Source: an optimization exercise on an open RTL-to-GDS flow (aim: small area, a short achievable clock period and few clock cycles per item). Production flows keep margins and buffers that such runs may drop. In this exercise RTL edits were held to simulation tests only and were not proved equivalent to the original.

`config.mk`:
```
export PLATFORM = sky130hd
export DESIGN_NAME = fft8_engine
export DESIGN_NICKNAME = fft8_engine
export VERILOG_FILES = /design/flow/design.v
export SDC_FILE = /design/flow/constraint.sdc
export NUM_CORES = 4
export LEC_CHECK = 0
export CAP_MARGIN = 20
export CORE_MARGIN = 2
export CORE_UTILIZATION = 40
export SLEW_MARGIN = 20
```
`constraint.sdc`:
```
create_clock -name core_clock -period 12.0 [get_ports {clk}]
set_input_delay 2.4000 -clock core_clock [delete_from_list [all_inputs] [get_ports {clk}]]
set_output_delay 2.4000 -clock core_clock [all_outputs]
set_load 0.01 [all_outputs]
```
`run.sh`:
```
#!/bin/bash
# synth_recipe.tcl (not shown) runs the flow's synth.tcl, then flattens the netlist and writes it again
# the make line also repeats each setting of config.mk as NAME=value (left out here)
make -C /OpenROAD-flow-scripts/flow DESIGN_CONFIG=/design/flow/config.mk WORK_HOME=/design/flow/orfs CLKGATE_MAP_FILE= SYNTH_SCRIPT=/design/flow/synth_recipe.tcl finish
```
`design.v`:
```
module fft8_engine (
  input  logic        clk,
  input  logic        rst,
  input  logic        cmd_valid,
  input  logic [1:0]  cmd_op,
  input  logic [3:0]  cmd_sel,
  input  logic [31:0] cmd_data,
  output logic        cmd_ready,
  output logic        busy,
  output logic        done,
  output logic [31:0] result,
  output logic        result_valid
);
  localparam logic [1:0] OP_LOAD   = 2'd0;
  localparam logic [1:0] OP_EXPORT = 2'd2;
  localparam logic [1:0] TW_0 = 2'd0;    
  localparam logic [1:0] TW_2 = 2'd1;    
  localparam logic [1:0] TW_1 = 2'd2;    
  localparam logic [1:0] TW_3 = 2'd3;    
  localparam int SB = 0;     
  localparam int SX = 1;     
  localparam int ST = 2;     
  logic [15:0] xr [8];
  logic [15:0] xi [8];
  logic        r_ready;
  logic        r_busy;
  logic        r_done;
  logic        r_rv;
  logic [15:0] r_result;
  logic [3:0]  r_nst;
  logic        r_lbv;
  logic [2:0]  r_lbi;
  logic [31:0] r_lbd;
  logic [7:0]  q_v;
  logic        q_ex [8];
  logic [3:0]  q_f  [8];
  logic        r_act;
  logic [1:0]  r_st;
  logic [2:0]  r_k;
  logic        r_inv;
  logic [7:0]  r_finr;      
  logic [7:0]  r_fini;      
  logic [7:0]  c_sa, c_sb, c_wr, c_wi;
  logic [2:0]  c_pr, c_pi;
  logic        c_sr, c_si, c_nr, c_ni;
  logic        c_ldx;       
  logic [16:0] r_u;
  logic [16:0] r_t;
  logic        r_z;
  function automatic logic par3(input logic [2:0] k);
    par3 = ^k;
  endfunction
  function automatic logic [2:0] lastk(input logic [1:0] s);
    lastk = (s == 2'd3) ? 3'd5 : 3'd3;
  endfunction
  function automatic logic [9:0] bfly(input logic [1:0] s, input logic [2:0] k);
    logic [2:0] t, b;
    logic [1:0] w;
    logic       er, ei;
    t = 3'd0; b = 3'd0; w = TW_0; er = 1'b1; ei = 1'b1;
    case (s)
      2'd1: begin t = {k[1:0], 1'b0}; b = {k[1:0], 1'b1}; end
      2'd2: case (k[1:0])
              2'd0: begin t = 3'd5; b = 3'd7; w = TW_2; end
              2'd1: begin t = 3'd0; b = 3'd2; end
              2'd2: begin t = 3'd1; b = 3'd3; w = TW_2; end
              default: begin t = 3'd4; b = 3'd6; end
            endcase
      default: case (k)
              3'd0: begin t = 3'd0; b = 3'd4; end
              3'd1: begin t = 3'd2; b = 3'd6; w = TW_2; end
              3'd2: begin t = 3'd1; b = 3'd5; w = TW_1; ei = 1'b0; end
              3'd3: begin t = 3'd1; b = 3'd5; w = TW_1; er = 1'b0; end
              3'd4: begin t = 3'd3; b = 3'd7; w = TW_3; ei = 1'b0; end
              default: begin t = 3'd3; b = 3'd7; w = TW_3; er = 1'b0; end
            endcase
    endcase
    bfly = {ei, er, w, b, t};
  endfunction
  function automatic logic [2:0] wstep(input logic [1:0] s, input logic im, input logic [2:0] j);
    case (s)
      2'd1: wstep = {1'b0, j[2:1]};
      2'd2: case (j)
              3'd5, 3'd7: wstep = 3'd0;
              3'd0, 3'd2: wstep = 3'd1;
              3'd1, 3'd3: wstep = 3'd2;
              default:    wstep = 3'd3;
            endcase
      default: case (j[1:0])
              2'd0:    wstep = 3'd0;
              2'd2:    wstep = 3'd1;
              2'd1:    wstep = {2'b01, im};
              default: wstep = {2'b10, im};
            endcase
    endcase
  endfunction
  logic       h_v, h_ex;
  logic [3:0] h_f;
  assign h_v  = q_v[0];
  assign h_ex = q_ex[0];
  assign h_f  = q_f[0];
  logic last, free;
  assign last = r_act & (r_k == lastk(r_st));
  assign free = !r_act | last;
  logic xq, nq, sq, pop;
  assign xq  = h_v & h_ex & (h_f[3] ? r_fini[h_f[2:0]] : r_finr[h_f[2:0]]);
  assign nq  = h_v & !h_ex & (h_f[1:0] == 2'd0) & !r_act;
  assign sq  = h_v & !h_ex & (h_f[1:0] != 2'd0) & free;
  assign pop = xq | nq | sq;
  logic       act_s, inv_s;
  logic [1:0] st_s;
  logic [2:0] k_s;
  assign act_s = sq | (r_act & !last);
  assign st_s  = sq ? h_f[1:0] : r_st;
  assign k_s   = sq ? 3'd0 : r_k + 3'd1;
  assign inv_s = sq ? h_f[3] : r_inv;
  logic [8:0] qv9;       
  logic [8:0] qvm;       
  assign qv9 = {1'b0, q_v};
  assign qvm = {q_v, 1'b1};
  logic [7:0] blk, blk_p, blk_s;
  always_comb begin
    blk_s = {8{act_s}};
    blk_p = {8{act_s}};
    if (q_v[0] && !q_ex[0]) blk_s = 8'hff;
    if (q_v[1] && !q_ex[1]) blk_p = 8'hff;
    for (int i = 1; i < 8; i++) begin
      if (q_v[i]) begin
        if (!q_ex[i]) blk_s = 8'hff;
        else blk_s[q_f[i][2:0]] = 1'b1;
      end
      if (i < 7 && qv9[i + 1]) begin
        if (!q_ex[i + 1]) blk_p = 8'hff;
        else blk_p[q_f[i + 1][2:0]] = 1'b1;
      end
    end
    blk = pop ? blk_p : blk_s;
  end
  logic       acc, acc_ld, acc_st, byp, push;
  logic [1:0] in_code;
  logic [2:0] in_idx;
  assign acc     = cmd_valid & r_ready;
  assign acc_ld  = acc & (cmd_op == OP_LOAD);
  assign acc_st  = acc & cmd_op[0];
  assign in_code = (cmd_sel[3:2] == 2'b00) ? cmd_sel[1:0] : 2'b00;
  assign in_idx  = {cmd_sel[0], cmd_sel[1], cmd_sel[2]};
  assign byp     = acc_st & !q_v[0] & free & (in_code != 2'd0);
  assign push    = acc & (cmd_op != OP_LOAD) & !byp;
  logic       lbv_n, ldx_n;
  logic [2:0] lbi_n;
  assign lbv_n = acc_ld | (r_lbv & !c_ldx);
  assign lbi_n = acc_ld ? in_idx : r_lbi;
  assign ldx_n = lbv_n & !blk[lbi_n];
  logic space_n;
  assign space_n = pop ? !(push & q_v[7]) : !(q_v[7] | (push & q_v[6]));
  logic       act_n;
  logic [1:0] st_n;
  logic [2:0] k_n;
  logic       inv_n;
  assign act_n = act_s | byp;
  assign st_n  = byp ? in_code : st_s;
  assign k_n   = byp ? 3'd0 : k_s;
  assign inv_n = byp ? cmd_op[1] : inv_s;
  function automatic logic [45:0] bctl(input logic [1:0] s, input logic [2:0] k,
                                       input logic inv);
    logic [9:0] bf;
    logic [2:0] t, b;
    logic [7:0] sa, sb, wr, wi;
    logic [2:0] pr, pi;
    logic       sr, si, nr, ni;
    bf = bfly(s, k);
    t  = bf[2:0];
    b  = bf[5:3];
    sa = 8'd0; sb = 8'd0; wr = 8'd0; wi = 8'd0; pr = 3'd0; pi = 3'd0;
    sr = 1'b0; si = 1'b0; nr = 1'b0; ni = 1'b0;
    sa[t] = 1'b1;
    sb[b] = 1'b1;
    if (bf[8]) begin wr[t] = 1'b1; wr[b] = 1'b1; end
    if (bf[9]) begin wi[t] = 1'b1; wi[b] = 1'b1; end
    case (bf[7:6])
      TW_0: begin pr[SB] = 1'b1; pi[SB] = 1'b1; end
      TW_2: begin pr[SX] = 1'b1; pi[SX] = 1'b1; sr = inv; si = !inv; end
      TW_1: begin
        pr[ST] = 1'b1; pi[ST] = 1'b1; nr = inv;
      end
      default: begin
        pr[ST] = 1'b1; pi[ST] = 1'b1; nr = inv; ni = 1'b1;
      end
    endcase
    sr = sr ^ nr ^ par3(t);
    si = si ^ ni ^ par3(t);
    bctl = {sr, si, nr, ni, pi, pr, wi, wr, sb, sa};
  endfunction
  logic [45:0] ctl_n;
  assign ctl_n = byp   ? bctl(in_code, 3'd0, cmd_op[1]) :
                 act_s ? bctl(st_s, k_s, inv_s) : 46'd0;
  logic [7:0] finr_n, fini_n;
  always_comb begin
    for (int j = 0; j < 8; j++) begin
      finr_n[j] = !byp && (!act_s || (wstep(st_s, 1'b0, 3'(j)) < k_s));
      fini_n[j] = !byp && (!act_s || (wstep(st_s, 1'b1, 3'(j)) < k_s));
    end
  end
  logic [15:0] ar, ai, br, bi;
  always_comb begin
    ar = 16'd0; ai = 16'd0; br = 16'd0; bi = 16'd0;
    for (int j = 0; j < 8; j++) begin
      ar = ar | (xr[j] & {16{c_sa[j]}});
      ai = ai | (xi[j] & {16{c_sa[j]}});
      br = br | (xr[j] & {16{c_sb[j]}});
      bi = bi | (xi[j] & {16{c_sb[j]}});
    end
  end
  logic [16:0] pr, pi;
  assign pr = ({br[15], br} & {17{c_pr[SB]}}) | ({bi[15], bi} & {17{c_pr[SX]}}) |
              (r_t & {17{c_pr[ST]}}) | ({r_lbd[31:16], 1'b0} & {17{c_ldx}});
  assign pi = ({bi[15], bi} & {17{c_pi[SB]}}) | ({br[15], br} & {17{c_pi[SX]}}) |
              (r_t & {17{c_pi[ST]}}) | ({r_lbd[15:0], 1'b0} & {17{c_ldx}});
  logic csr, csi;
  assign csr = c_nr & r_z;
  assign csi = c_ni & r_z;
  logic [17:0] s_r, d_r, s_i, d_i;
  assign s_r = {ar[15], ar, 1'b1} + {pr, csr};
  assign d_r = {ar[15], ar, 1'b1} + {~pr, !csr};
  assign s_i = {ai[15], ai, 1'b1} + {pi, csi};
  assign d_i = {ai[15], ai, 1'b1} + {~pi, !csi};
  logic        xsr, xsi;
  logic [15:0] er, ei, or_, oi;
  assign xsr = c_ldx ? par3(r_lbi) : c_sr;
  assign xsi = c_ldx ? par3(r_lbi) : c_si;
  assign er  = xsr ? d_r[17:2] : s_r[17:2];
  assign or_ = xsr ? s_r[17:2] : d_r[17:2];
  assign ei  = xsi ? d_i[17:2] : s_i[17:2];
  assign oi  = xsi ? s_i[17:2] : d_i[17:2];
  logic [7:0] wer, wei;
  always_comb begin
    for (int j = 0; j < 8; j++) begin
      wer[j] = c_wr[j] | (c_ldx && r_lbi == 3'(j));
      wei[j] = c_wi[j] | (c_ldx && r_lbi == 3'(j));
    end
  end
  always_ff @(posedge clk) begin
    for (int j = 0; j < 8; j++) begin
      if (wer[j]) xr[j] <= par3(3'(j)) ? or_ : er;
      if (wei[j]) xi[j] <= par3(3'(j)) ? oi  : ei;
    end
  end
  logic        m7, msub;
  logic [15:0] mr, mi;
  assign m7   = r_k[1];
  assign msub = r_inv ^ r_k[0] ^ r_k[1];
  assign mr   = m7 ? xr[7] : xr[5];
  assign mi   = m7 ? xi[7] : xi[5];
  localparam logic [30:0] MOFF = 31'(-((64'd1 << 29) + (64'd1 << 27) + (64'd1 << 26) +
                                       (64'd1 << 24) + (64'd1 << 22) + (64'd1 << 16)));
  function automatic logic [61:0] csa(input logic [30:0] x, input logic [30:0] y,
                                      input logic [30:0] z);
    csa = {((x & y) | (x & z) | (y & z)) << 1, x ^ y ^ z};
  endfunction
  logic [16:0] up;
  logic [30:0] m0, m1, m2, m3, m4, m5, mp;
  logic [61:0] l1a, l1b, l2a, l2b, l3;
  assign up  = {~r_u[16], r_u[15:0]};
  assign m0  = {14'd0, up} << 13;
  assign m1  = {14'd0, up} << 11;
  assign m2  = {14'd0, up} << 10;
  assign m3  = {14'd0, up} << 8;
  assign m4  = {14'd0, up} << 6;
  assign m5  = {14'd0, up};
  assign l1a = csa(m0, m1, m2);
  assign l1b = csa(m3, m4, m5);
  assign l2a = csa(l1a[30:0], l1a[61:31], l1b[30:0]);
  assign l2b = csa(l2a[30:0], l2a[61:31], l1b[61:31]);
  assign l3  = csa(l2b[30:0], l2b[61:31], MOFF);
  assign mp  = l3[30:0] + l3[61:31];
  always_ff @(posedge clk) begin
    r_u <= {mi[15], mi} + ({mr[15], mr} ^ {17{msub}}) + {16'd0, msub};
    r_t <= mp[30:14];
    r_z <= |mp[13:0];
  end
  always_ff @(posedge clk) begin
    for (int i = 0; i < 8; i++) begin
      if (pop) begin
        if (push && q_v[i] && !qv9[i + 1]) begin
          q_ex[i] <= (cmd_op == OP_EXPORT);
          q_f[i]  <= (cmd_op == OP_EXPORT) ? cmd_sel : {cmd_op[1], 1'b0, in_code};
        end else if (i < 7) begin
          q_ex[i] <= q_ex[i + 1];
          q_f[i]  <= q_f[i + 1];
        end
      end else if (push && !q_v[i] && qvm[i]) begin
        q_ex[i] <= (cmd_op == OP_EXPORT);
        q_f[i]  <= (cmd_op == OP_EXPORT) ? cmd_sel : {cmd_op[1], 1'b0, in_code};
      end
    end
    if (acc_ld) begin
      r_lbi <= in_idx;
      r_lbd <= cmd_data;
    end
    r_st     <= st_n;
    r_k      <= k_n;
    r_inv    <= inv_n;
    r_result <= h_f[3] ? xi[h_f[2:0]] : xr[h_f[2:0]];
  end
  always_ff @(posedge clk or posedge rst) begin
    if (rst) begin
      r_ready <= 1'b1;
      r_busy  <= 1'b0;
      r_done  <= 1'b0;
      r_rv    <= 1'b0;
      r_nst   <= 4'd0;
      r_lbv   <= 1'b0;
      q_v     <= 8'd0;
      r_act   <= 1'b0;
      r_finr  <= 8'hff;
      r_fini  <= 8'hff;
      c_ldx   <= 1'b0;
      c_sa    <= 8'd0;
      c_sb    <= 8'd0;
      c_wr    <= 8'hff;
      c_wi    <= 8'hff;
      c_pr    <= 3'd0;
      c_pi    <= 3'd0;
      c_sr    <= 1'b0;
      c_si    <= 1'b0;
      c_nr    <= 1'b0;
      c_ni    <= 1'b0;
    end else begin
      r_lbv   <= lbv_n;
      for (int i = 0; i < 8; i++)
        q_v[i] <= pop ? (qv9[i + 1] | (push & q_v[i])) : (q_v[i] | (push & qvm[i]));
      r_act   <= act_n;
      r_finr  <= finr_n;
      r_fini  <= fini_n;
      c_ldx   <= ldx_n;
      r_rv    <= xq;
      r_done  <= last | nq;
      r_nst   <= r_nst + {3'd0, acc_st} - {3'd0, r_done};
      r_busy  <= acc_st | (r_nst > 4'd1) | (r_nst == 4'd1 && !r_done);
      r_ready <= space_n & !(lbv_n & !ldx_n);
      if (act_n) {c_sr, c_si, c_nr, c_ni, c_pi, c_pr, c_wi, c_wr, c_sb, c_sa} <= ctl_n;
      else       {c_sr, c_si, c_nr, c_ni, c_pi, c_pr, c_wi, c_wr, c_sb, c_sa} <= 46'd0;
    end
  end
  assign cmd_ready    = r_ready;
  assign busy         = r_busy;
  assign done         = r_done;
  assign result       = {{16{r_result[15]}}, r_result};
  assign result_valid = r_rv;
endmodule
```
==> summary.txt, run 1 <==
----------------------------------------------------
[Worst setup path]
  CP Data Required Time ... 12.38 ns
  Cell repeated most along the worst path ... nor2_1
  Element type at the critical path end ... register
  Critical-path cell with the highest stage delay ... and2_1
  Maximum net fanout on the critical path ... 20
  Sequence of cells on the critical path ... clkdlybuf4s50_1 > nor2_1 > nand2_1 > ha_1 > nor3_1 > and2_1 > nor2_1 > a31oi_1 > mux2_2
  Largest stage delay, worst path ... 0.70 ns
  Worst setup SP type ... primary input
  Crit Path Category ... in2reg
  Data arrival time of the critical path ... 5.87 ns

[Place]
  Last weighted congestion value of the routability-driven placer ... 0.965
  Inst Count DP ... 3,711
  Area post-placement ... 0.0316 mm^2
  Number of port buffers ... 76
  Worst slack, placed ... 5.88 ns
  HPWL after detailed placement ... 68,500 um

[Min path]
  Class of the most critical hold timing path ... reg2reg

[Timing]
  Fin worst setup slack ... 6.51 ns
  Transition time at the pin with the least slew margin ... 1.18 ns
  Post-route clock period utilization ... 45.7%
  Top achievable clock speed ... 0.182 GHz
  Worst max-slew margin expressed relative to the limit ... 21.1%
  Post-route minimum period ... 5.49 ns
  Count of endpoints failing hold in the final timing report ... 0
  Number of max-slew violations in the final report ... 0
  Setup repair after global routing missed its margin ... no
  Maximum clock skew at final layout ... 0.0329 ns
  Final setup viols ... 0
  Total Neg Setup Slack ... 0 ns

[Synth]
  Average instance area after synthesis ... 10.8 um^2
  Top FF cell, synth ... edfxtp_1
  Yosys reg bits ... 458
  Number of synthesis warnings ... 5
  Number of enable-type register cells in the synthesized netlist ... 328
  Gate count of the mapped netlist ... 2,779
  FFs w/ async S/R, synth ... 15.3%
  Syn Nets ... 3,083
  Summed instance area of the synthesized netlist ... 0.0299 mm^2
  Seq/Total Area, Yosys ... 42.9%
  Count of distinct cell types in the synthesized netlist ... 99

[Global route]
  Overflow left after global routing ... 0
  Via count of the first global-routing pass ... 24,400
  Global-route wire length before repair ... 154,000 um
  Pin count of the biggest net entering global routing ... 76
  Antenna violations before repair ... 3
  Overall global routing resource usage ... 26.6%

[Clock tree]
  Post-cts hold buffer count ... 0
  TritonCTS Buffers ... 54
  Sinks on the clock net ... 458
  Clock insertion delay at the later pin of the skew report ... 0.63 ns
  Post CTS Setup Buffer Count ... 0
  Clock tree buffer depth ... 3
  Clock transition at the registers of the reported paths ... 0.06 ns
  TritonCTS clock tree ... built
  Number of gates resized after CTS ... 0
  Root Driver ... clkbuf_16
  Maximum level of the CTS H-tree ... 2

[Layout]
  Leading cell types in the layout, fill and taps excluded ... edfxtp_1 (328), a22oi_1 (272), inv_1 (240), ha_1 (210), nor2_1 (148)
  Diode insertion count for antenna repair ... 0
  Finished Cell Area ... 0.0335 mm^2
  Number of nets in the layout ... 3,102
  Layout Area Growth over Synthesis ... 11.9%
  Number of standard cells in the final layout excluding fillers ... 3,812
  Ratio of cells with drive above 1 in the final layout ... 11.5%
  Most common cell after layout, fill and taps aside ... edfxtp_1
  Fraction of the core area covered by cells at the end of the flow ... 45.1%

[Route]
  Number of DRC violations after detailed-routing iteration 0 ... 3,054
  Count of nets left with antenna violations after detail routing ... 0
  Total routed wirelength ... 105,000 um
  Drt pass-1 iters ... 9
  DR WL/cell ... 27.6 um
  Number of vias per cell after detailed routing ... 6.37
  Vias post-DR ... 24,300
  Detailed-route DRC error count ... 0

[Die]
  Core box area ... 0.0742 mm^2
  DIE AREA ... 0.0770 mm^2
  Die Y ... 277 um
  Width of the die ... 277 um
  Starting density of the core ... 40.3%
  Number of core rows ... 100
  I/O pins ... 77

[Job]
  Number of max-capacitance violations reported ... 0

[Run status]
  Outcome ... complete, no violations

----------------------------------------------------
final cells by class:
type	instances	area, um^2
Clock buffer	84	1720
Clock inverter	17	151
Fill cell	6775	40700
Inverter	245	920
Multi-Input combinational cell	1914	15500
Sequential cell	458	12800
Tap cell	969	1210
Timing Repair Buffer	125	1150
registers in the layout, summed over array words and instances, names as in the netlist, 2 cells and up:
signal / count
r_lbd: 32
r_finr: 4
c_sb: 8
r_k: 3
c_pr: 3
r_u: 17
r_t: 17
q_ex: 8
q_v: 8
c_wr: 8
r_fini: 8
r_st: 2
c_wi: 8
q_f: 32
r_nst: 4
xi: 128
r_lbi: 3
xr: 128
c_sa: 8
r_result: 16
synthesized netlist by cell type, types with 14 or more instances:
cell type / number / area share (%)
buf_4: 18 / 0.45
a21oi_1: 138 / 2.3
xnor2_1: 99 / 2.9
a221o_1: 36 / 1.2
dfrtp_1: 41 / 3.4
dfstp_2: 29 / 2.5
nand2b_1: 28 / 0.59
nor3_1: 24 / 0.40
edfxtp_1: 328 / 33
a21o_1: 29 / 0.73
nor2b_1: 22 / 0.46
o211ai_1: 14 / 0.35
nand3_1: 49 / 0.82
o21bai_1: 22 / 0.55
a22o_1: 39 / 1.1
mux4_2: 35 / 2.6
mux2_2: 66 / 2.5
nand4_1: 74 / 1.5
xor2_1: 28 / 0.82
nand2_1: 134 / 1.7
a22oi_1: 272 / 6.8
a31oi_1: 21 / 0.44
o21ai_0: 114 / 1.9
ha_1: 210 / 8.8
inv_1: 241 / 3.0
mux2i_1: 36 / 1.2
clkbuf_1: 121 / 1.5
fa_1: 53 / 3.5
o22ai_1: 18 / 0.38
nor2_1: 148 / 1.9
dfxtp_1: 60 / 4.0
final timing paths:
kind / slack, ns / endpoint / depth (start not counted) / startpoint
setup reg to reg: 6.84 / xi[1][13]$_DFFE_PP_ / 14 / c_sb[4]$_DFF_PP0_
hold reg to reg: 0.51 / r_lbv$_DFF_PP0_ / 2 / r_lbv$_DFF_PP0_
hold / removal: 0.51 / r_lbv$_DFF_PP0_ / 2 / r_lbv$_DFF_PP0_
setup / recovery: 6.51 / q_f[4][3]$_DFFE_PP_ / 9 / cmd_sel[2]
min in group asynchronous: 2.32 / r_busy$_DFF_PP0_ / 3 / rst
max in group asynchronous: 9.01 / c_sa[2]$_DFF_PP0_ / 3 / rst
worst max-delay path, delay by kind of cell:
family / cells / cell delay (ns)
AOI/OAI and AO/OA: 1 / 0.57
adders and majority gates: 1 / 0.22
buffers and inverters: 1 / 0.49
muxes: 1 / 0.40
and+or+nand+nor: 5 / 1.77
stage by stage:
step | hold WS (ns)
after floorplan | 0.457
after global placement | 0.482
after detailed placement | 0.486
after CTS | 0.499
after global routing | 0.550
final | 0.506
cells by family (layout without fill, tap and decap cells):
group	Yosys count	in the layout	synth area share (%)
DFF	458	458	42.9
muxes	138	138	6.40
AOI/OAI and AO/OA	830	830	19.8
adders and majority gates	263	263	12.3
buffers and inverters	407	471	5.40
xor gates and xnor gates	128	128	3.77
and+or+nand+nor	555	555	9.40
layer usage:
metal	track usage, %	routed length [um]	vias up
li1	-	-	10500
met1	33.6	39300	11800
met2	43.1	48100	1571
met3	5.41	11300	385
met4	14.1	6290	2
met5	0	12	-
Testbench counts, summed over its fixed seeds: cycles 8,704, items 320.
==> run 2: changes to the inputs <==
--- a/design.v
+++ b/design.v
@@ -39,4 +39,5 @@
   logic [2:0]  r_k;
   logic        r_inv;
+  logic        r_last;      
   logic [7:0]  r_finr;      
   logic [7:0]  r_fini;      
@@ -101,6 +102,6 @@
   assign h_f  = q_f[0];
   logic last, free;
-  assign last = r_act & (r_k == lastk(r_st));
-  assign free = !r_act | last;
+  assign last = r_act & r_last;
+  assign free = !r_act | r_last;
   logic xq, nq, sq, pop;
   assign xq  = h_v & h_ex & (h_f[3] ? r_fini[h_f[2:0]] : r_finr[h_f[2:0]]);
@@ -108,11 +109,7 @@
   assign sq  = h_v & !h_ex & (h_f[1:0] != 2'd0) & free;
   assign pop = xq | nq | sq;
-  logic       act_s, inv_s;
-  logic [1:0] st_s;
-  logic [2:0] k_s;
-  assign act_s = sq | (r_act & !last);
-  assign st_s  = sq ? h_f[1:0] : r_st;
-  assign k_s   = sq ? 3'd0 : r_k + 3'd1;
-  assign inv_s = sq ? h_f[3] : r_inv;
+  logic       act_s, cont;
+  assign cont  = r_act & !r_last;
+  assign act_s = sq | cont;
   logic [8:0] qv9;       
   logic [8:0] qvm;       
@@ -147,19 +144,20 @@
   assign byp     = acc_st & !q_v[0] & free & (in_code != 2'd0);
   assign push    = acc & (cmd_op != OP_LOAD) & !byp;
-  logic       lbv_n, ldx_n;
-  logic [2:0] lbi_n;
-  assign lbv_n = acc_ld | (r_lbv & !c_ldx);
-  assign lbi_n = acc_ld ? in_idx : r_lbi;
-  assign ldx_n = lbv_n & !blk[lbi_n];
+  logic lbw, lbv_n, ldx_n;
+  assign lbw   = r_lbv & !c_ldx;
+  assign lbv_n = acc_ld | lbw;
+  assign ldx_n = acc_ld ? !blk[in_idx] : (lbw & !blk[r_lbi]);
   logic space_n;
-  assign space_n = pop ? !(push & q_v[7]) : !(q_v[7] | (push & q_v[6]));
-  logic       act_n;
+  logic acc_q;
+  assign acc_q   = acc & (cmd_op != OP_LOAD);
+  assign space_n = pop ? !(acc_q & q_v[7]) : !(q_v[7] | (acc_q & q_v[6]));
+  logic       act_n, inv_n, last_n;
   logic [1:0] st_n;
   logic [2:0] k_n;
-  logic       inv_n;
-  assign act_n = act_s | byp;
-  assign st_n  = byp ? in_code : st_s;
-  assign k_n   = byp ? 3'd0 : k_s;
-  assign inv_n = byp ? cmd_op[1] : inv_s;
+  assign act_n  = act_s | byp;
+  assign st_n   = byp ? in_code : sq ? h_f[1:0] : r_st;
+  assign k_n    = (byp | sq) ? 3'd0 : r_k + 3'd1;
+  assign inv_n  = byp ? cmd_op[1] : sq ? h_f[3] : r_inv;
+  assign last_n = cont & (r_k + 3'd1 == lastk(r_st));
   function automatic logic [45:0] bctl(input logic [1:0] s, input logic [2:0] k,
                                        input logic inv);
@@ -193,12 +191,15 @@
   endfunction
   logic [45:0] ctl_n;
-  assign ctl_n = byp   ? bctl(in_code, 3'd0, cmd_op[1]) :
-                 act_s ? bctl(st_s, k_s, inv_s) : 46'd0;
-  logic [7:0] finr_n, fini_n;
+  assign ctl_n = byp  ? bctl(in_code, 3'd0, cmd_op[1]) :
+                 sq   ? bctl(h_f[1:0], 3'd0, h_f[3]) :
+                 cont ? bctl(r_st, r_k + 3'd1, r_inv) : 46'd0;
+  logic [7:0] finr_c, fini_c, finr_n, fini_n;
   always_comb begin
     for (int j = 0; j < 8; j++) begin
-      finr_n[j] = !byp && (!act_s || (wstep(st_s, 1'b0, 3'(j)) < k_s));
-      fini_n[j] = !byp && (!act_s || (wstep(st_s, 1'b1, 3'(j)) < k_s));
+      finr_c[j] = wstep(r_st, 1'b0, 3'(j)) <= r_k;
+      fini_c[j] = wstep(r_st, 1'b1, 3'(j)) <= r_k;
     end
+    finr_n = (byp | sq) ? 8'd0 : cont ? finr_c : 8'hff;
+    fini_n = (byp | sq) ? 8'd0 : cont ? fini_c : 8'hff;
   end
   logic [15:0] ar, ai, br, bi;
@@ -281,18 +282,13 @@
   always_ff @(posedge clk) begin
     for (int i = 0; i < 8; i++) begin
-      if (pop) begin
-        if (push && q_v[i] && !qv9[i + 1]) begin
-          q_ex[i] <= (cmd_op == OP_EXPORT);
-          q_f[i]  <= (cmd_op == OP_EXPORT) ? cmd_sel : {cmd_op[1], 1'b0, in_code};
-        end else if (i < 7) begin
-          q_ex[i] <= q_ex[i + 1];
-          q_f[i]  <= q_f[i + 1];
-        end
-      end else if (push && !q_v[i] && qvm[i]) begin
+      if (pop ? (q_v[i] && !qv9[i + 1]) : (!q_v[i] && qvm[i])) begin
         q_ex[i] <= (cmd_op == OP_EXPORT);
         q_f[i]  <= (cmd_op == OP_EXPORT) ? cmd_sel : {cmd_op[1], 1'b0, in_code};
+      end else if (pop && i < 7) begin
+        q_ex[i] <= q_ex[i + 1];
+        q_f[i]  <= q_f[i + 1];
       end
     end
-    if (acc_ld) begin
+    if (!lbw) begin
       r_lbi <= in_idx;
       r_lbd <= cmd_data;
@@ -301,4 +297,5 @@
     r_k      <= k_n;
     r_inv    <= inv_n;
+    r_last   <= last_n;
     r_result <= h_f[3] ? xi[h_f[2:0]] : xr[h_f[2:0]];
   end
@@ -338,7 +335,6 @@
       r_nst   <= r_nst + {3'd0, acc_st} - {3'd0, r_done};
       r_busy  <= acc_st | (r_nst > 4'd1) | (r_nst == 4'd1 && !r_done);
-      r_ready <= space_n & !(lbv_n & !ldx_n);
-      if (act_n) {c_sr, c_si, c_nr, c_ni, c_pi, c_pr, c_wi, c_wr, c_sb, c_sa} <= ctl_n;
-      else       {c_sr, c_si, c_nr, c_ni, c_pi, c_pr, c_wi, c_wr, c_sb, c_sa} <= 46'd0;
+      r_ready <= space_n & !(acc_ld & blk[in_idx]) & !(lbw & blk[r_lbi]);
+      {c_sr, c_si, c_nr, c_ni, c_pi, c_pr, c_wi, c_wr, c_sb, c_sa} <= ctl_n;
     end
   end
==> flow/run.sh (new file) <==
#!/bin/bash
# The standard ORFS layout, with its setup repair aimed below the clock period
# (repair_timing's -setup_margin), so that it also works on paths that already meet it.
set -euo pipefail
bash standard.sh SETUP_SLACK_MARGIN=8.5 finish > standard_flow.log 2>&1
==> standard.sh (new file) <==
#!/bin/bash
# synth_recipe.tcl (not shown) runs the flow's synth.tcl, then flattens the netlist and writes it again
# the make line also repeats each setting of config.mk as NAME=value (left out here)
make -C /OpenROAD-flow-scripts/flow DESIGN_CONFIG=/design/flow/config.mk WORK_HOME=/design/flow/orfs CLKGATE_MAP_FILE= SYNTH_SCRIPT=/design/flow/synth_recipe.tcl "${@:-finish}"
removed: run.sh
==> run 2 against run 1 <==
  * Still clean
  * Sequential share of layout area shrank 3.6 points
  * Synthesized cell count grew 2.9%
  * Clock skew grew 0.010 ns
  * Register-to-register slack gained 0.77 ns
  * Largest cell class unchanged
  * Highest routed layer unchanged
==> summary.txt, run 2 <==
----------------------------------------------------
[Worst setup path]
  CP Data Required Time ... 12.50 ns
  Endpoint of the lowest-slack register-to-register path ... r_t[14]$_DFF_P_
  Crit Path Category ... reg2reg
  Worst setup SP type ... register
  Critical path buffer and inverter count ... 5
  Category of cells accounting for the largest share of critical-path delay ... adder cells
  Data arrival time of the critical path ... 4.89 ns
  Sequence of cells on the critical path ... inv_4 > fa_1 > inv_1 > fa_1 > inv_1 > fa_1 > inv_2 > ha_4 > ha_4 > o21a_1 > o21a_1 > o22a_1 > o21ai_4 > o211ai_1 > nand3_1 > and3_4 > buf_6 > or3_4 > xnor2_2
  R2R cell count ... 19
  Reg-to-reg slack, setup ... 7.61 ns
  Maximum net fanout on the critical path ... 4
  Largest stage delay, worst path ... 0.52 ns
  Critical-path cell with the highest stage delay ... fa_1
  Cell repeated most along the worst path ... fa_1
  Element type at the critical path end ... register
  Reg-to-reg startpoint ... r_u[1]$_DFF_P_

[Clock tree]
  Clock insertion delay at the later pin of the skew report ... 0.63 ns
  Sinks on the clock net ... 459
  Clock transition at the registers of the reported paths ... 0.06 ns
  TritonCTS Buffers ... 53
  Maximum level of the CTS H-tree ... 2
  TritonCTS clock tree ... built
  Clock tree buffer depth ... 3
  Post-cts hold buffer count ... 0
  Root Driver ... clkbuf_16

[Timing]
  Worst max-slew margin expressed relative to the limit ... 20.1%
  Worst hold margin ... 0.545 ns
  Total Neg Setup Slack ... 0 ns
  Count of endpoints failing hold in the final timing report ... 0
  Post-route clock period utilization ... 36.6%
  Setup repair after global routing missed its margin ... yes
  Transition time at the pin with the least slew margin ... 1.20 ns
  Post-route minimum period ... 4.39 ns
  Number of max-slew violations in the final report ... 0
  Maximum clock skew at final layout ... 0.0433 ns
  Final setup viols ... 0
  Top achievable clock speed ... 0.228 GHz

[Route]
  Count of nets left with antenna violations after detail routing ... 0
  Detailed-route DRC error count ... 0
  Vias post-DR ... 26,400
  Number of DRC violations after detailed-routing iteration 0 ... 4,234
  DR WL/cell ... 27.4 um
  Total routed wirelength ... 111,000 um
  Drt pass-1 iters ... 13
  Number of vias per cell after detailed routing ... 6.48

[Min path]
  Class of the most critical hold timing path ... reg2reg
  Hold Path End ... c_ldx$_DFF_PP0_
  Worst hold path cell count ... 1
  Startpoint of the tightest hold check path ... r_lbv$_DFF_PP0_

[Layout]
  Ratio of cells with drive above 1 in the final layout ... 26.0%
  Area used by multi-input combinational logic ... 0.0174 mm^2
  FILL cells ... 6,484
  Area taken by flip-flops and latches ... 0.0130 mm^2
  Largest regs ... xi x128, xr x128
  Layout Area Growth over Synthesis ... 25.0%
  Number of nets in the layout ... 3,371
  Leading cell types in the layout, fill and taps excluded ... edfxtp_1 (334), a22oi_1 (295), inv_1 (220), ha_1 (181), buf_4 (176)
  Finished Cell Area ... 0.0373 mm^2
  Most common cell after layout, fill and taps aside ... edfxtp_1
  Fraction of the core area covered by cells at the end of the flow ... 50.3%

[Synth]
  Most instantiated library cell after synthesis ... edfxtp_1
  Leading cell types by count after synthesis ... edfxtp_1 (334), a22oi_1 (312), inv_1 (234)
  FFs w/ async S/R, synth ... 15.3%
  Number of synthesis warnings ... 5
  Syn Nets ... 3,172
  Number of enable-type register cells in the synthesized netlist ... 334
  Share of Yosys cell area claimed by the top area cell type ... 33.6%
  Average instance area after synthesis ... 10.4 um^2
  Count of distinct cell types in the synthesized netlist ... 93
  Summed instance area of the synthesized netlist ... 0.0298 mm^2
  Biggest area consumer among synthesized cells ... edfxtp_1
  Gate count of the mapped netlist ... 2,859
  Top cells by area in the synthesized netlist ... edfxtp_1 (34%), ha_1 (9.2%), a22oi_1 (7.8%)
  Yosys reg bits ... 459
  Seq/Total Area, Yosys ... 43.3%
  Top FF cell, synth ... edfxtp_1

[Place]
  HPWL after detailed placement ... 66,800 um
  Area post-placement ... 0.0319 mm^2
  Number of port buffers ... 76
  Last weighted congestion value of the routability-driven placer ... 0.991

[Die]
  Starting density of the core ... 40.2%
  Width of the die ... 277 um
  Core box area ... 0.0742 mm^2
  DIE AREA ... 0.0768 mm^2
  Die Y ... 277 um
  Number of core rows ... 100
  I/O pins ... 77

[Global route]
  Pin count of the biggest net entering global routing ... 71
  Overall global routing resource usage ... 27.5%
  Antenna violations before repair ... 2
  Global-route wire length before repair ... 161,000 um
  Overflow left after global routing ... 0
  Via count of the first global-routing pass ... 25,900

[Job]
  Number of max-capacitance violations reported ... 0

[Run status]
  Outcome ... complete, no violations

----------------------------------------------------
## run 2: cell count changes in the layout (fill, tap and decap cells not counted), sizes merged, moves of 36 or more
cell | previous run | this run
o21ai | 120 | 163
nand2 | 134 | 185
buf | 49 | 274
clkdlybuf4s50 | 76 | 33
a222oi | 8 | 44
a22oi | 272 | 312
## run 2: worst reg2reg max path: stages, from the launching register on
cell      delay [ns]
dfxtp_4         0.36
inv_4           0.04
fa_1            0.52
inv_1           0.05
fa_1            0.47
inv_1           0.05
fa_1            0.49
inv_2           0.04
ha_4            0.21
ha_4            0.27
o21a_1          0.12
o21a_1          0.12
o22a_1          0.17
o21ai_4         0.08
o211ai_1        0.25
nand3_1         0.18
and3_4          0.21
buf_6           0.11
or3_4           0.39
xnor2_2         0.13
## run 2: logic make-up after synthesis
| group | Yosys count | share of synthesized area, % |
|---|---|---|
| AO/OA/AOI/OAI | 916 | 22.1 |
| multiplexers | 83 | 3.04 |
| XOR/XNOR | 126 | 3.76 |
| flip-flops | 459 | 43.3 |
| adder cells (fa/ha/maj) | 272 | 12.7 |
| buffers and inverters | 408 | 5.41 |
| AND/OR/NAND/NOR | 595 | 9.65 |
## run 2: repair_timing
action                                  4_1_cts  5_1_grt
endpoints found under the setup margin      362      306
pin swaps                                   122      112
setup buffers                               123       59
cloned                                        6        1
resized for setup                           434      201
## run 2: worst max-delay path by stage
stage	from	to	depth (start not counted)
finish	r_u[1]$_DFF_P_	r_t[14]$_DFF_P_	19
detailed placement	cmd_op[1]	q_f[0][0]$_DFFE_PP_	5
global placement	cmd_sel[2]	c_sb[2]$_DFF_PP0_	9
global route	r_u[7]$_DFF_P_	r_t[14]$_DFF_P_	17
floorplan	r_u[5]$_DFF_P_	r_t[15]$_DFF_P_	17
CTS	r_u[9]$_DFF_P_	r_t[16]$_DFF_P_	17
## run 2: per-stage QoR
step | cells | setup slack, ns
floorplan | 2859 | 7.88
global placement | 3783 | 7.33
detailed placement | 3783 | 7.30
CTS | 4011 | 7.63
global route | 4071 | 7.46
finish | 4073 | 7.61
## run 2: area by class of cell
class,instances,area share [%]
Timing Repair Buffer,318,8.20
Tap cell,969,3.25
Clock buffer,76,4.03
Clock inverter,23,0.667
Multi-Input combinational cell,1992,46.6
Inverter,234,2.38
Antenna cell,2,0.0134
Sequential cell,459,34.8
## run 2: metal layers
metal | wire length [um] | part of all wire [%] | track usage (%)
met5 | 18 | 0.016 | 0
met4 | 9030 | 8.1 | 18.6
met3 | 13200 | 12 | 7.08
met2 | 49300 | 44 | 43.1
met1 | 40000 | 36 | 33.3
Testbench counts of run 2, summed over its fixed seeds: cycles 8,704, items 320.
==> run 3: changes to the inputs <==
==> flow/run.sh (replaced) <==
#!/bin/bash
# The standard ORFS layout, with its setup repair aimed below the clock period
# (repair_timing's -setup_margin), so that it also works on paths that already meet it.
set -euo pipefail
bash standard.sh SETUP_SLACK_MARGIN=7 finish > standard_flow.log 2>&1
--- a/config.mk
+++ b/config.mk
@@ -6,4 +6,5 @@
 export NUM_CORES = 4
 export LEC_CHECK = 0
+export ABC_AREA = 1
 export CAP_MARGIN = 20
 export CORE_MARGIN = 2
==> run 3 against run 2 <==
  * Via count increased by 4.8%
  * Global-route usage increased by 0.84 points
  * Critical path depth increased by 1
  * Highest routed layer unchanged
  * Utilization decreased by 5.2 points
  * Still clean
  * Cell count increased by 19%
  * Clock-buffer cell count decreased by 4
  * Largest cell class unchanged
  * Area after synthesis increased by 4.3%
  * Register-to-register slack got worse by 0.45 ns
  * Synthesized cell count increased by 30%
  * Sequential cell count unchanged
==> summary.txt, run 3 <==
----------------------------------------------------
[Global route]
  Overflow left after global routing ... 0
  Via count of the first global-routing pass ... 26,200
  M3 GR Usage ... 6.51%
  Grt met2 use ... 43.1%
  Met1 Use GR ... 36.5%
  Pin count of the biggest net entering global routing ... 71
  Antenna violations before repair ... 3
  Most crowded layer after global routing ... met2
  Overall global routing resource usage ... 28.3%
  Global-route wire length before repair ... 167,000 um

[Worst setup path]
  Critical path buffer and inverter count ... 5
  Critical-path cell with the highest stage delay ... ha_1
  Data arrival time of the critical path ... 5.22 ns
  Worst setup SP type ... register
  Reg-to-reg slack, setup ... 7.15 ns
  Maximum net fanout on the critical path ... 16
  Element type at the critical path end ... register
  Category of cells accounting for the largest share of critical-path delay ... compound AO/OA/AOI/OAI gates
  Crit Path Category ... reg2reg
  Largest stage delay, worst path ... 0.52 ns
  Sequence of cells on the critical path ... buf_4 > inv_1 > buf_4 > o22ai_1 > a221oi_1 > nand2_1 > a221oi_1 > o21ai_0 > nand2_1 > nand3_1 > ha_1 > inv_1 > a21o_1 > a21oi_1 > nor2_1 > a211oi_1 > nand2_1 > xor2_1 > inv_1 > o21ai_0
  CP Data Required Time ... 12.37 ns

[Route]
  Vias post-DR ... 27,600
  Number of vias per cell after detailed routing ... 5.70
  Total routed wirelength ... 115,000 um
  Detailed-route DRC error count ... 0
  Drt pass-1 iters ... 9
  Number of DRC violations after detailed-routing iteration 0 ... 3,849
  DR WL/cell ... 23.6 um
  Count of nets left with antenna violations after detail routing ... 0

[Layout]
  Number of standard cells in the final layout excluding fillers ... 4,846
  Fraction of the core area covered by cells at the end of the flow ... 45.1%
  Layout Area Growth over Synthesis ... 12.0%
  Most common cell after layout, fill and taps aside ... nand2_1
  Area used by multi-input combinational logic ... 0.0154 mm^2
  Number of nets in the layout ... 4,072
  Area taken by flip-flops and latches ... 0.0129 mm^2
  Leading cell types in the layout, fill and taps excluded ... nand2_1 (933), inv_1 (562), edfxtp_1 (334), o21ai_0 (267), ha_1 (218)
  Largest regs ... xi x128, xr x128
  FILL cells ... 7,603
  Ratio of cells with drive above 1 in the final layout ... 6.23%

[Clock tree]
  Root Driver ... clkbuf_16
  Clock tree buffer depth ... 3
  TritonCTS clock tree ... built
  Sinks on the clock net ... 459
  Clock transition at the registers of the reported paths ... 0.06 ns
  Clock insertion delay at the later pin of the skew report ... 0.64 ns
  Post CTS Setup Buffer Count ... 0
  Maximum level of the CTS H-tree ... 2
  TritonCTS Buffers ... 54

[Place]
  Number of port buffers ... 76
  Last weighted congestion value of the routability-driven placer ... 1.01
  HPWL after detailed placement ... 80,000 um
  Worst slack, placed ... 6.59 ns
  Inst Count DP ... 4,740

[Timing]
  Count of endpoints failing hold in the final timing report ... 0
  Post-route minimum period ... 4.85 ns
  Post-route clock period utilization ... 40.4%
  Fin worst setup slack ... 7.15 ns
  Setup repair after global routing missed its margin ... no
  Transition time at the pin with the least slew margin ... 1.27 ns
  Number of max-slew violations in the final report ... 0
  Maximum clock skew at final layout ... 0.0427 ns
  Worst max-slew margin expressed relative to the limit ... 15.4%
  Total Neg Setup Slack ... 0 ns
  Final setup viols ... 0
  Top achievable clock speed ... 0.206 GHz

[Die]
  Width of the die ... 283 um
  Number of core rows ... 102
  Core box area ... 0.0772 mm^2
  Die Y ... 283 um
  Starting density of the core ... 40.3%
  DIE AREA ... 0.0800 mm^2
  I/O pins ... 77

[Synth]
  Yosys reg bits ... 459
  FFs w/ async S/R, synth ... 15.3%
  Top FF cell, synth ... edfxtp_1
  Top cells by area in the synthesized netlist ... edfxtp_1 (32%), nand2_1 (11%), ha_1 (8.8%)
  Gate count of the mapped netlist ... 3,723
  Average instance area after synthesis ... 8.36 um^2
  Leading cell types by count after synthesis ... nand2_1 (937), inv_1 (564), edfxtp_1 (334)
  Seq/Total Area, Yosys ... 41.5%
  Share of Yosys cell area claimed by the top area cell type ... 32.2%
  Biggest area consumer among synthesized cells ... edfxtp_1
  Count of distinct cell types in the synthesized netlist ... 69
  Number of synthesis warnings ... 5
  Summed instance area of the synthesized netlist ... 0.0311 mm^2
  Number of enable-type register cells in the synthesized netlist ... 334
  Most instantiated library cell after synthesis ... nand2_1
  Syn Nets ... 4,036

[Run status]
  Outcome ... complete, no violations

[Min path]
  Class of the most critical hold timing path ... reg2reg

[Job]
  Number of max-capacitance violations reported ... 0

----------------------------------------------------
-- run 3: cell count changes in the layout (fill, tap and decap cells not counted), moves of 89 or more --
cell / before / now
nand2_1: 170 / 933
inv_1: 220 / 562
a22oi_1: 295 / 2
o21ai_0: 111 / 267
nand3_1: 32 / 180
buf_4: 176 / 51
a21oi_1: 69 / 184
a221oi_1: 21 / 110
-- run 3: worst register-to-register path: stages, from the launching register on --
cell and delay (ns):
dfrtp_1 0.36, buf_4 0.22, inv_1 0.25, buf_4 0.39
o22ai_1 0.15, a221oi_1 0.24, nand2_1 0.10, a221oi_1 0.21
o21ai_0 0.28, nand2_1 0.20, nand3_1 0.24, ha_1 0.53
inv_1 0.10, a21o_1 0.18, a21oi_1 0.15, nor2_1 0.07
a211oi_1 0.19, nand2_1 0.14, xor2_1 0.15, inv_1 0.06
o21ai_0 0.41
-- run 3: worst paths after layout --
check	start	end	depth (start not counted)
hold reg to reg	r_last$_DFF_P_	r_done$_DFF_PP0_	1
min in group asynchronous	rst	r_nst[2]$_DFF_PP0_	3
setup / recovery	c_sb[1]$_DFF_PP0_	xi[1][14]$_DFFE_PP_	20
max in group asynchronous	rst	c_sa[3]$_DFF_PP0_	3
setup reg to reg	c_sb[1]$_DFF_PP0_	xi[1][14]$_DFFE_PP_	20
hold / removal	r_last$_DFF_P_	r_done$_DFF_PP0_	1
-- run 3: cells by family after synthesis --
| family | count (synthesis) | share of synthesized area (%) |
|---|---|---|
| AO/OA/AOI/OAI | 821 | 16.6 |
| multiplexers | 1 | 0.0322 |
| flip-flops | 459 | 41.5 |
| adder cells (fa/ha/maj) | 272 | 12.2 |
| buffers and inverters | 736 | 9.19 |
| XOR/XNOR | 101 | 2.93 |
| AND/OR/NAND/NOR | 1333 | 17.5 |
-- run 3: stage by stage --
stage	hold WS, ns	area, um^2
floorplan	0.437	31100
global placement	0.488	32900
detailed placement	0.495	32900
CTS	0.494	34800
global route	0.516	34800
finish	0.507	34800
-- run 3: metal layers --
metal | wire, um | share of wire [%]
met3 | 13200 | 11
met4 | 8540 | 7.5
met1 | 44300 | 39
met5 | 19 | 0.017
met2 | 48500 | 42
-- run 3: layout make-up --
cell class / count / share of cell area [%]
repair buffers: 130 / 3.39
flip-flops and latches: 459 / 37.1
clock buffers: 72 / 4.29
diodes: 1 / 0.00718
well taps: 1040 / 3.73
multi-input cells: 2528 / 44.1
clock inverters: 30 / 1.09
inverters: 586 / 6.33
-- run 3: repair_timing --
item                       4_1_cts  5_1_grt
setup endpoints to repair        0       32
gates resized for setup          0        4
hold buffers                     0        0
==> run 4: changes to the inputs <==
--- a/config.mk
+++ b/config.mk
@@ -6,5 +6,4 @@
 export NUM_CORES = 4
 export LEC_CHECK = 0
-export ABC_AREA = 1
 export CAP_MARGIN = 20
 export CORE_MARGIN = 2
==> run 4 against run 3 <==
  * Critical path type unchanged
  * Setup slack improved by 0.010 ns
  * Largest cell class unchanged
  * Cell count fell by 20%
  * Sequential share of layout area rose by 1.5 points
  * Utilization barely moved
==> summary.txt, run 4 <==
----------------------------------------------------
[Die]
  Core box area ... 0.0742 mm^2
  Die Y ... 277 um
  Starting density of the core ... 40.2%
  DIE AREA ... 0.0768 mm^2
  Number of core rows ... 100
  I/O pins ... 77
  Width of the die ... 277 um

[Clock tree]
  TritonCTS Buffers ... 55
  TritonCTS clock tree ... built
  Clock insertion delay at the later pin of the skew report ... 0.64 ns
  Root Driver ... clkbuf_16
  Post-cts hold buffer count ... 0
  Clock transition at the registers of the reported paths ... 0.06 ns
  Clock tree buffer depth ... 3
  Maximum level of the CTS H-tree ... 2
  Sinks on the clock net ... 459

[Route]
  Routed length on met3 ... 10,800 um
  Number of DRC violations after detailed-routing iteration 0 ... 3,856
  Count of nets left with antenna violations after detail routing ... 0
  Number of vias per cell after detailed routing ... 6.43
  Top layer used by detailed routing ... met4
  Met2 routed wirelength ... 47,400 um
  DR WL/cell ... 26.7 um
  Routed met1 length ... 39,000 um
  Vias post-DR ... 25,000
  Drt pass-1 iters ... 7
  Total routed wirelength ... 104,000 um
  Detailed-route DRC error count ... 0

[Synth]
  Number of synthesis warnings ... 5
  Number of enable-type register cells in the synthesized netlist ... 334
  Average instance area after synthesis ... 10.4 um^2
  FFs w/ async S/R, synth ... 15.3%
  Summed instance area of the synthesized netlist ... 0.0298 mm^2
  Top cells by area in the synthesized netlist ... edfxtp_1 (34%), ha_1 (9.2%), a22oi_1 (7.8%)
  Syn Nets ... 3,172
  Count of distinct cell types in the synthesized netlist ... 93
  Yosys reg bits ... 459
  Gate count of the mapped netlist ... 2,859
  Leading cell types by count after synthesis ... edfxtp_1 (334), a22oi_1 (312), inv_1 (234)
  Most instantiated library cell after synthesis ... edfxtp_1
  Biggest area consumer among synthesized cells ... edfxtp_1
  Share of Yosys cell area claimed by the top area cell type ... 33.6%
  Top FF cell, synth ... edfxtp_1
  Seq/Total Area, Yosys ... 43.3%

[Global route]
  Antenna violations before repair ... 0
  Via count of the first global-routing pass ... 24,900
  Global-route wire length before repair ... 153,000 um
  Overflow left after global routing ... 0
  Overall global routing resource usage ... 26.2%
  Pin count of the biggest net entering global routing ... 71

[Layout]
  Layout Area Growth over Synthesis ... 12.2%
  Ratio of cells with drive above 1 in the final layout ... 9.40%
  Finished Cell Area ... 0.0335 mm^2
  Diode insertion count for antenna repair ... 0
  FILL cells ... 6,809
  Area taken by flip-flops and latches ... 0.0129 mm^2
  Fraction of the core area covered by cells at the end of the flow ... 45.1%
  Area used by multi-input combinational logic ... 0.0155 mm^2
  Leading cell types in the layout, fill and taps excluded ... edfxtp_1 (334), a22oi_1 (312), inv_1 (233), ha_1 (216), nand2_1 (184)
  Largest regs ... xi x128, xr x128
  Number of nets in the layout ... 3,182
  Most common cell after layout, fill and taps aside ... edfxtp_1

[Worst setup path]
  Crit Path Category ... reg2reg
  Data arrival time of the critical path ... 5.18 ns
  Element type at the critical path end ... register
  Worst setup SP type ... register
  CP Data Required Time ... 12.34 ns
  Reg-to-reg slack, setup ... 7.16 ns
  Maximum net fanout on the critical path ... 29

[Timing]
  Count of endpoints failing hold in the final timing report ... 0
  Setup repair after global routing missed its margin ... yes
  Final setup viols ... 0
  Post-route clock period utilization ... 40.3%
  Fin worst setup slack ... 7.16 ns
  Top achievable clock speed ... 0.207 GHz
  Total Neg Setup Slack ... 0 ns
  Maximum clock skew at final layout ... 0.0337 ns
  Post-route minimum period ... 4.84 ns
  Transition time at the pin with the least slew margin ... 1.17 ns
  Worst max-slew margin expressed relative to the limit ... 22.3%
  Number of max-slew violations in the final report ... 0

[Place]
  Number of port buffers ... 76
  Last weighted congestion value of the routability-driven placer ... 0.932
  HPWL after detailed placement ... 67,000 um
  Area post-placement ... 0.0315 mm^2
  Worst slack, placed ... 6.73 ns

[Run status]
  Outcome ... complete, no violations

[Min path]
  Class of the most critical hold timing path ... reg2reg

[Job]
  Number of max-capacitance violations reported ... 0

----------------------------------------------------
## run 4: critical path, cell delays in order (launching register included)
cell	delay (ns)
dfrtp_1	0.42
buf_4	0.34
a22oi_1	0.26
nand4_1	0.25
a221o_1	0.44
ha_1	0.42
a21oi_2	0.25
a21oi_1	0.12
or4b_1	0.55
a41oi_1	0.36
nor2_1	0.13
a41oi_2	0.34
nand2b_1	0.10
a21o_1	0.20
mux2i_1	0.21
xnor2_1	0.15
## run 4: per-stage QoR
step	hold WS, ns	instances
after floorplan	0.484	2859
after global placement	0.511	3779
after detailed placement	0.520	3779
after CTS	0.532	3881
after global routing	0.567	3883
final	0.528	3883
## run 4: final timing paths
kind                       cells past startpoint             endpoint          startpoint
setup / recovery                              15  xr[1][14]$_DFFE_PP_   c_sb[6]$_DFF_PP0_
hold / removal                                 1   r_nst[0]$_DFF_PP0_  r_nst[0]$_DFF_PP0_
setup reg to reg                              15  xr[1][14]$_DFFE_PP_   c_sb[6]$_DFF_PP0_
hold reg to reg                                1   r_nst[0]$_DFF_PP0_  r_nst[0]$_DFF_PP0_
max in group asynchronous                      3     r_busy$_DFF_PP0_                 rst
min in group asynchronous                      3       r_rv$_DFF_PP0_                 rst
## run 4: cell families (layout without fill, tap and decap cells)
family / count (synthesis) / after routing / share of synthesized area, %
mux: 83 / 83 / 3.04
compound gates: 916 / 916 / 22.1
xor+xnor: 126 / 126 / 3.76
fa+ha+maj: 272 / 272 / 12.7
simple gates: 595 / 595 / 9.65
flops: 459 / 459 / 43.3
buf+inv: 408 / 463 / 5.41
## run 4: metal layers
metal / vias up / global-route usage, %
li1: 10900 / -
met1: 12100 / 32.8
met2: 1650 / 42.0
met3: 402 / 5.16
met4: 0 / 15.4
met5: - / 0
## run 4: final cells by class
class | count | share of cell area, %
Multi-Input combinational cell | 1992 | 46.1
Inverter | 234 | 2.62
Clock buffer | 73 | 4.46
Tap cell | 969 | 3.62
Clock inverter | 29 | 1.10
Timing Repair Buffer | 127 | 3.43
Sequential cell | 459 | 38.6
## run 4: timing repair
action	in CTS	in global routing
gates resized for setup	3	23
buffers inserted	0	2
setup endpoints to repair	3	58
pin swaps	0	3
==> run 5: changes to the inputs <==
==> flow/run.sh (replaced) <==
#!/bin/bash
# The standard ORFS layout, with its setup repair aimed below the clock period
# (repair_timing's -setup_margin), so that it also works on paths that already meet it.
set -euo pipefail
bash standard.sh SETUP_SLACK_MARGIN=8 finish > standard_flow.log 2>&1
==> run 5 against run 4 <==
  * Still clean
  * Via count rose by 3.1%
  * Non-clock buffer count is 114 higher
  * Cell count up 2.9%
  * Wire length increased by 5.5%
  * Critical endpoint is now r_t[16]$_DFF_P_
  * Largest cell class unchanged
==> summary.txt, run 5 <==
----------------------------------------------------
[Run status]
  Outcome ... complete, no violations

[Die]
  Starting density of the core ... 40.2%
  Width of the die ... 277 um
  I/O pins ... 77
  DIE AREA ... 0.0768 mm^2
  Core box area ... 0.0742 mm^2
  Die Y ... 277 um
  Number of core rows ... 100

[Synth]
  Count of distinct cell types in the synthesized netlist ... 93
  Syn Nets ... 3,172
  Yosys reg bits ... 459
  Number of enable-type register cells in the synthesized netlist ... 334
  Average instance area after synthesis ... 10.4 um^2
  Top cells by area in the synthesized netlist ... edfxtp_1 (34%), ha_1 (9.2%), a22oi_1 (7.8%)
  Biggest area consumer among synthesized cells ... edfxtp_1
  Seq/Total Area, Yosys ... 43.3%
  Share of Yosys cell area claimed by the top area cell type ... 33.6%
  Summed instance area of the synthesized netlist ... 0.0298 mm^2
  Gate count of the mapped netlist ... 2,859
  Top FF cell, synth ... edfxtp_1
  Leading cell types by count after synthesis ... edfxtp_1 (334), a22oi_1 (312), inv_1 (234)
  Most instantiated library cell after synthesis ... edfxtp_1
  Number of synthesis warnings ... 5
  FFs w/ async S/R, synth ... 15.3%

[Clock tree]
  Sinks on the clock net ... 459
  Clock transition at the registers of the reported paths ... 0.06 ns
  Root Driver ... clkbuf_16
  TritonCTS clock tree ... built
  Maximum level of the CTS H-tree ... 2
  TritonCTS Buffers ... 54
  Clock tree buffer depth ... 3
  Clock insertion delay at the later pin of the skew report ... 0.64 ns
  Post-cts hold buffer count ... 0

[Worst setup path]
  R2R cell count ... 17
  Element type at the critical path end ... register
  Largest stage delay, worst path ... 0.55 ns
  Critical-path cell with the highest stage delay ... fa_1
  CP Data Required Time ... 12.51 ns
  Crit Path Category ... reg2reg
  Cell repeated most along the worst path ... fa_1
  Data arrival time of the critical path ... 4.88 ns
  Maximum net fanout on the critical path ... 3
  Sequence of cells on the critical path ... fa_1 > inv_2 > fa_1 > inv_1 > fa_1 > ha_4 > ha_4 > o21a_1 > o21a_1 > o22a_1 > o21ai_4 > o211ai_1 > nand3_1 > and3_4 > o41ai_2 > a21oi_1 > xor2_1
  Worst setup SP type ... register

[Timing]
  Total Neg Setup Slack ... 0 ns
  Transition time at the pin with the least slew margin ... 0.992 ns
  Top achievable clock speed ... 0.229 GHz
  Final setup viols ... 0
  Number of max-slew violations in the final report ... 0
  Fin worst setup slack ... 7.63 ns
  Post-route minimum period ... 4.37 ns
  Maximum clock skew at final layout ... 0.0409 ns
  Setup repair after global routing missed its margin ... yes
  Count of endpoints failing hold in the final timing report ... 0
  Worst max-slew margin expressed relative to the limit ... 33.7%
  Post-route clock period utilization ... 36.4%

[Route]
  Drt pass-1 iters ... 9
  Vias post-DR ... 25,800
  Total routed wirelength ... 109,000 um
  DR WL/cell ... 27.4 um
  Number of DRC violations after detailed-routing iteration 0 ... 4,022
  Detailed-route DRC error count ... 0
  Count of nets left with antenna violations after detail routing ... 0
  Number of vias per cell after detailed routing ... 6.45

[Global route]
  Via count of the first global-routing pass ... 25,400
  Global-route wire length before repair ... 160,000 um
  Overflow left after global routing ... 0
  Overall global routing resource usage ... 27.3%
  Pin count of the biggest net entering global routing ... 71
  Antenna violations before repair ... 0

[Min path]
  Worst hold path cell count ... 1
  Class of the most critical hold timing path ... reg2reg

[Layout]
  Leading cell types in the layout, fill and taps excluded ... edfxtp_1 (334), a22oi_1 (304), inv_1 (220), ha_1 (187), nand2_1 (178)
  FILL cells ... 6,556
  Number of standard cells in the final layout excluding fillers ... 3,996
  Most common cell after layout, fill and taps aside ... edfxtp_1
  Number of nets in the layout ... 3,295
  Largest regs ... xi x128, xr x128
  Diode insertion count for antenna repair ... 0
  Layout Area Growth over Synthesis ... 20.0%
  Finished Cell Area ... 0.0358 mm^2
  Ratio of cells with drive above 1 in the final layout ... 18.8%

[Place]
  Worst slack, placed ... 6.98 ns
  Last weighted congestion value of the routability-driven placer ... 0.926
  Number of port buffers ... 76
  Inst Count DP ... 3,780
  HPWL after detailed placement ... 67,400 um
  Area post-placement ... 0.0317 mm^2

[Job]
  Number of max-capacitance violations reported ... 0

----------------------------------------------------
==> run 5: worst paths after layout <==
check	end	start	slack [ns]
min in group asynchronous	r_rv$_DFF_PP0_	rst	2.39
worst min-delay path	r_nst[0]$_DFF_PP0_	r_nst[0]$_DFF_PP0_	0.52
worst max register to register	r_t[16]$_DFF_P_	r_u[9]$_DFF_P_	7.63
worst max-delay path	r_t[16]$_DFF_P_	r_u[9]$_DFF_P_	7.63
max in group asynchronous	c_sb[1]$_DFF_PP0_	rst	8.94
worst min register to register	r_nst[0]$_DFF_PP0_	r_nst[0]$_DFF_PP0_	0.52
==> run 5: through the flow <==
stage / hold WS, ns / util [%]
after floorplan: 0.484 / -
final: 0.522 / 48.3
after global routing: 0.545 / 48.3
after CTS: 0.526 / 46.8
after detailed placement: 0.512 / 42.7
after global placement: 0.504 / 42.7
==> run 5: cells by family (layout without fill, tap and decap cells) <==
logic type,Yosys count,count (layout),synth area share [%]
AOI/OAI and AO/OA,916,916,22.1
xor gates and xnor gates,126,126,3.76
adders and majority gates,272,272,12.7
buffers and inverters,408,576,5.41
DFF,459,459,43.3
muxes,83,83,3.04
and+or+nand+nor,595,595,9.65
==> run 5: what timing repair did <==
item / in CTS / in global routing
buffers inserted: 58 / 50
gates cloned: 4 / 2
pin swaps: 63 / 73
setup endpoints to repair: 258 / 172
gates resized for setup: 164 / 137
==> run 5: final cells by class <==
type	count	area (um^2)	area share [%]
multi-input cells	1992	16500	46.2
flip-flops and latches	459	13000	36.3
repair buffers	241	2310	6.46
clock buffers	72	1530	4.28
well taps	969	1210	3.39
inverters	234	893	2.50
clock inverters	29	318	0.888
==> run 5: worst max-delay path: cells and delay by family (launching register included) <==
| kind | cells | cell delay [ns] |
|---|---|---|
| DFF | 1 | 0.35 |
| adders and majority gates | 5 | 2.08 |
| buffers and inverters | 2 | 0.09 |
| xor gates and xnor gates | 1 | 0.15 |
| AOI/OAI and AO/OA | 7 | 1.20 |
| and+or+nand+nor | 2 | 0.39 |
==> run 5: per-layer routing <==
layer | global-route usage (%) | vias to the layer above | part of all wire (%)
met5 | 0 | - | 0
met4 | 16.4 | 0 | 7.1
met3 | 6.44 | 482 | 11
met2 | 42.7 | 1835 | 44
met1 | 34.5 | 12400 | 37
li1 | - | 11100 | -

[port drivers added, routing unchanged]
How much do the figures lean on ideal ports? The routed layouts below were timed once more, with nothing changed but the port constraints. Step 1 sets driving cells, clkbuf_16 on the clock port and buf_2 on the other inputs (assumed; they add their load-dependent delay and slew). Step 2 moves the port delays by t, midway between the first and last clock arrival at a register: inputs arrive t later, outputs are due t later. That takes back most of the time a late clock gives input paths. a / b / c = ideal ports / drivers / drivers and shift; a / b = the first two.
run	shift t [ns]	slack for setup (ns)	hold slack, ns	worst register clock-pin slew, ns	worst data-port slew with drivers (ns)
run 1	0.679	6.512 / 6.555 / 5.875	0.506 / 0.506 / 0.506	0.06 / 0.06	0.05
run 2	0.672	7.605 / 7.605 / 7.605	0.545 / 0.545 / 0.545	0.07 / 0.07	0.06
run 3	0.675	7.151 / 7.151 / 6.576	0.507 / 0.507 / 0.507	0.06 / 0.06	0.05
run 4	0.685	7.161 / 7.161 / 6.711	0.528 / 0.528 / 0.528	0.06 / 0.06	0.06
run 5	0.680	7.629 / 7.629 / 7.454	0.522 / 0.522 / 0.522	0.06 / 0.06	0.05
After both steps setup and hold are still met in every run listed. For run 1, which loses most, drivers alone change the setup slack by +0.043 ns; drivers and shift together by -0.637 ns.
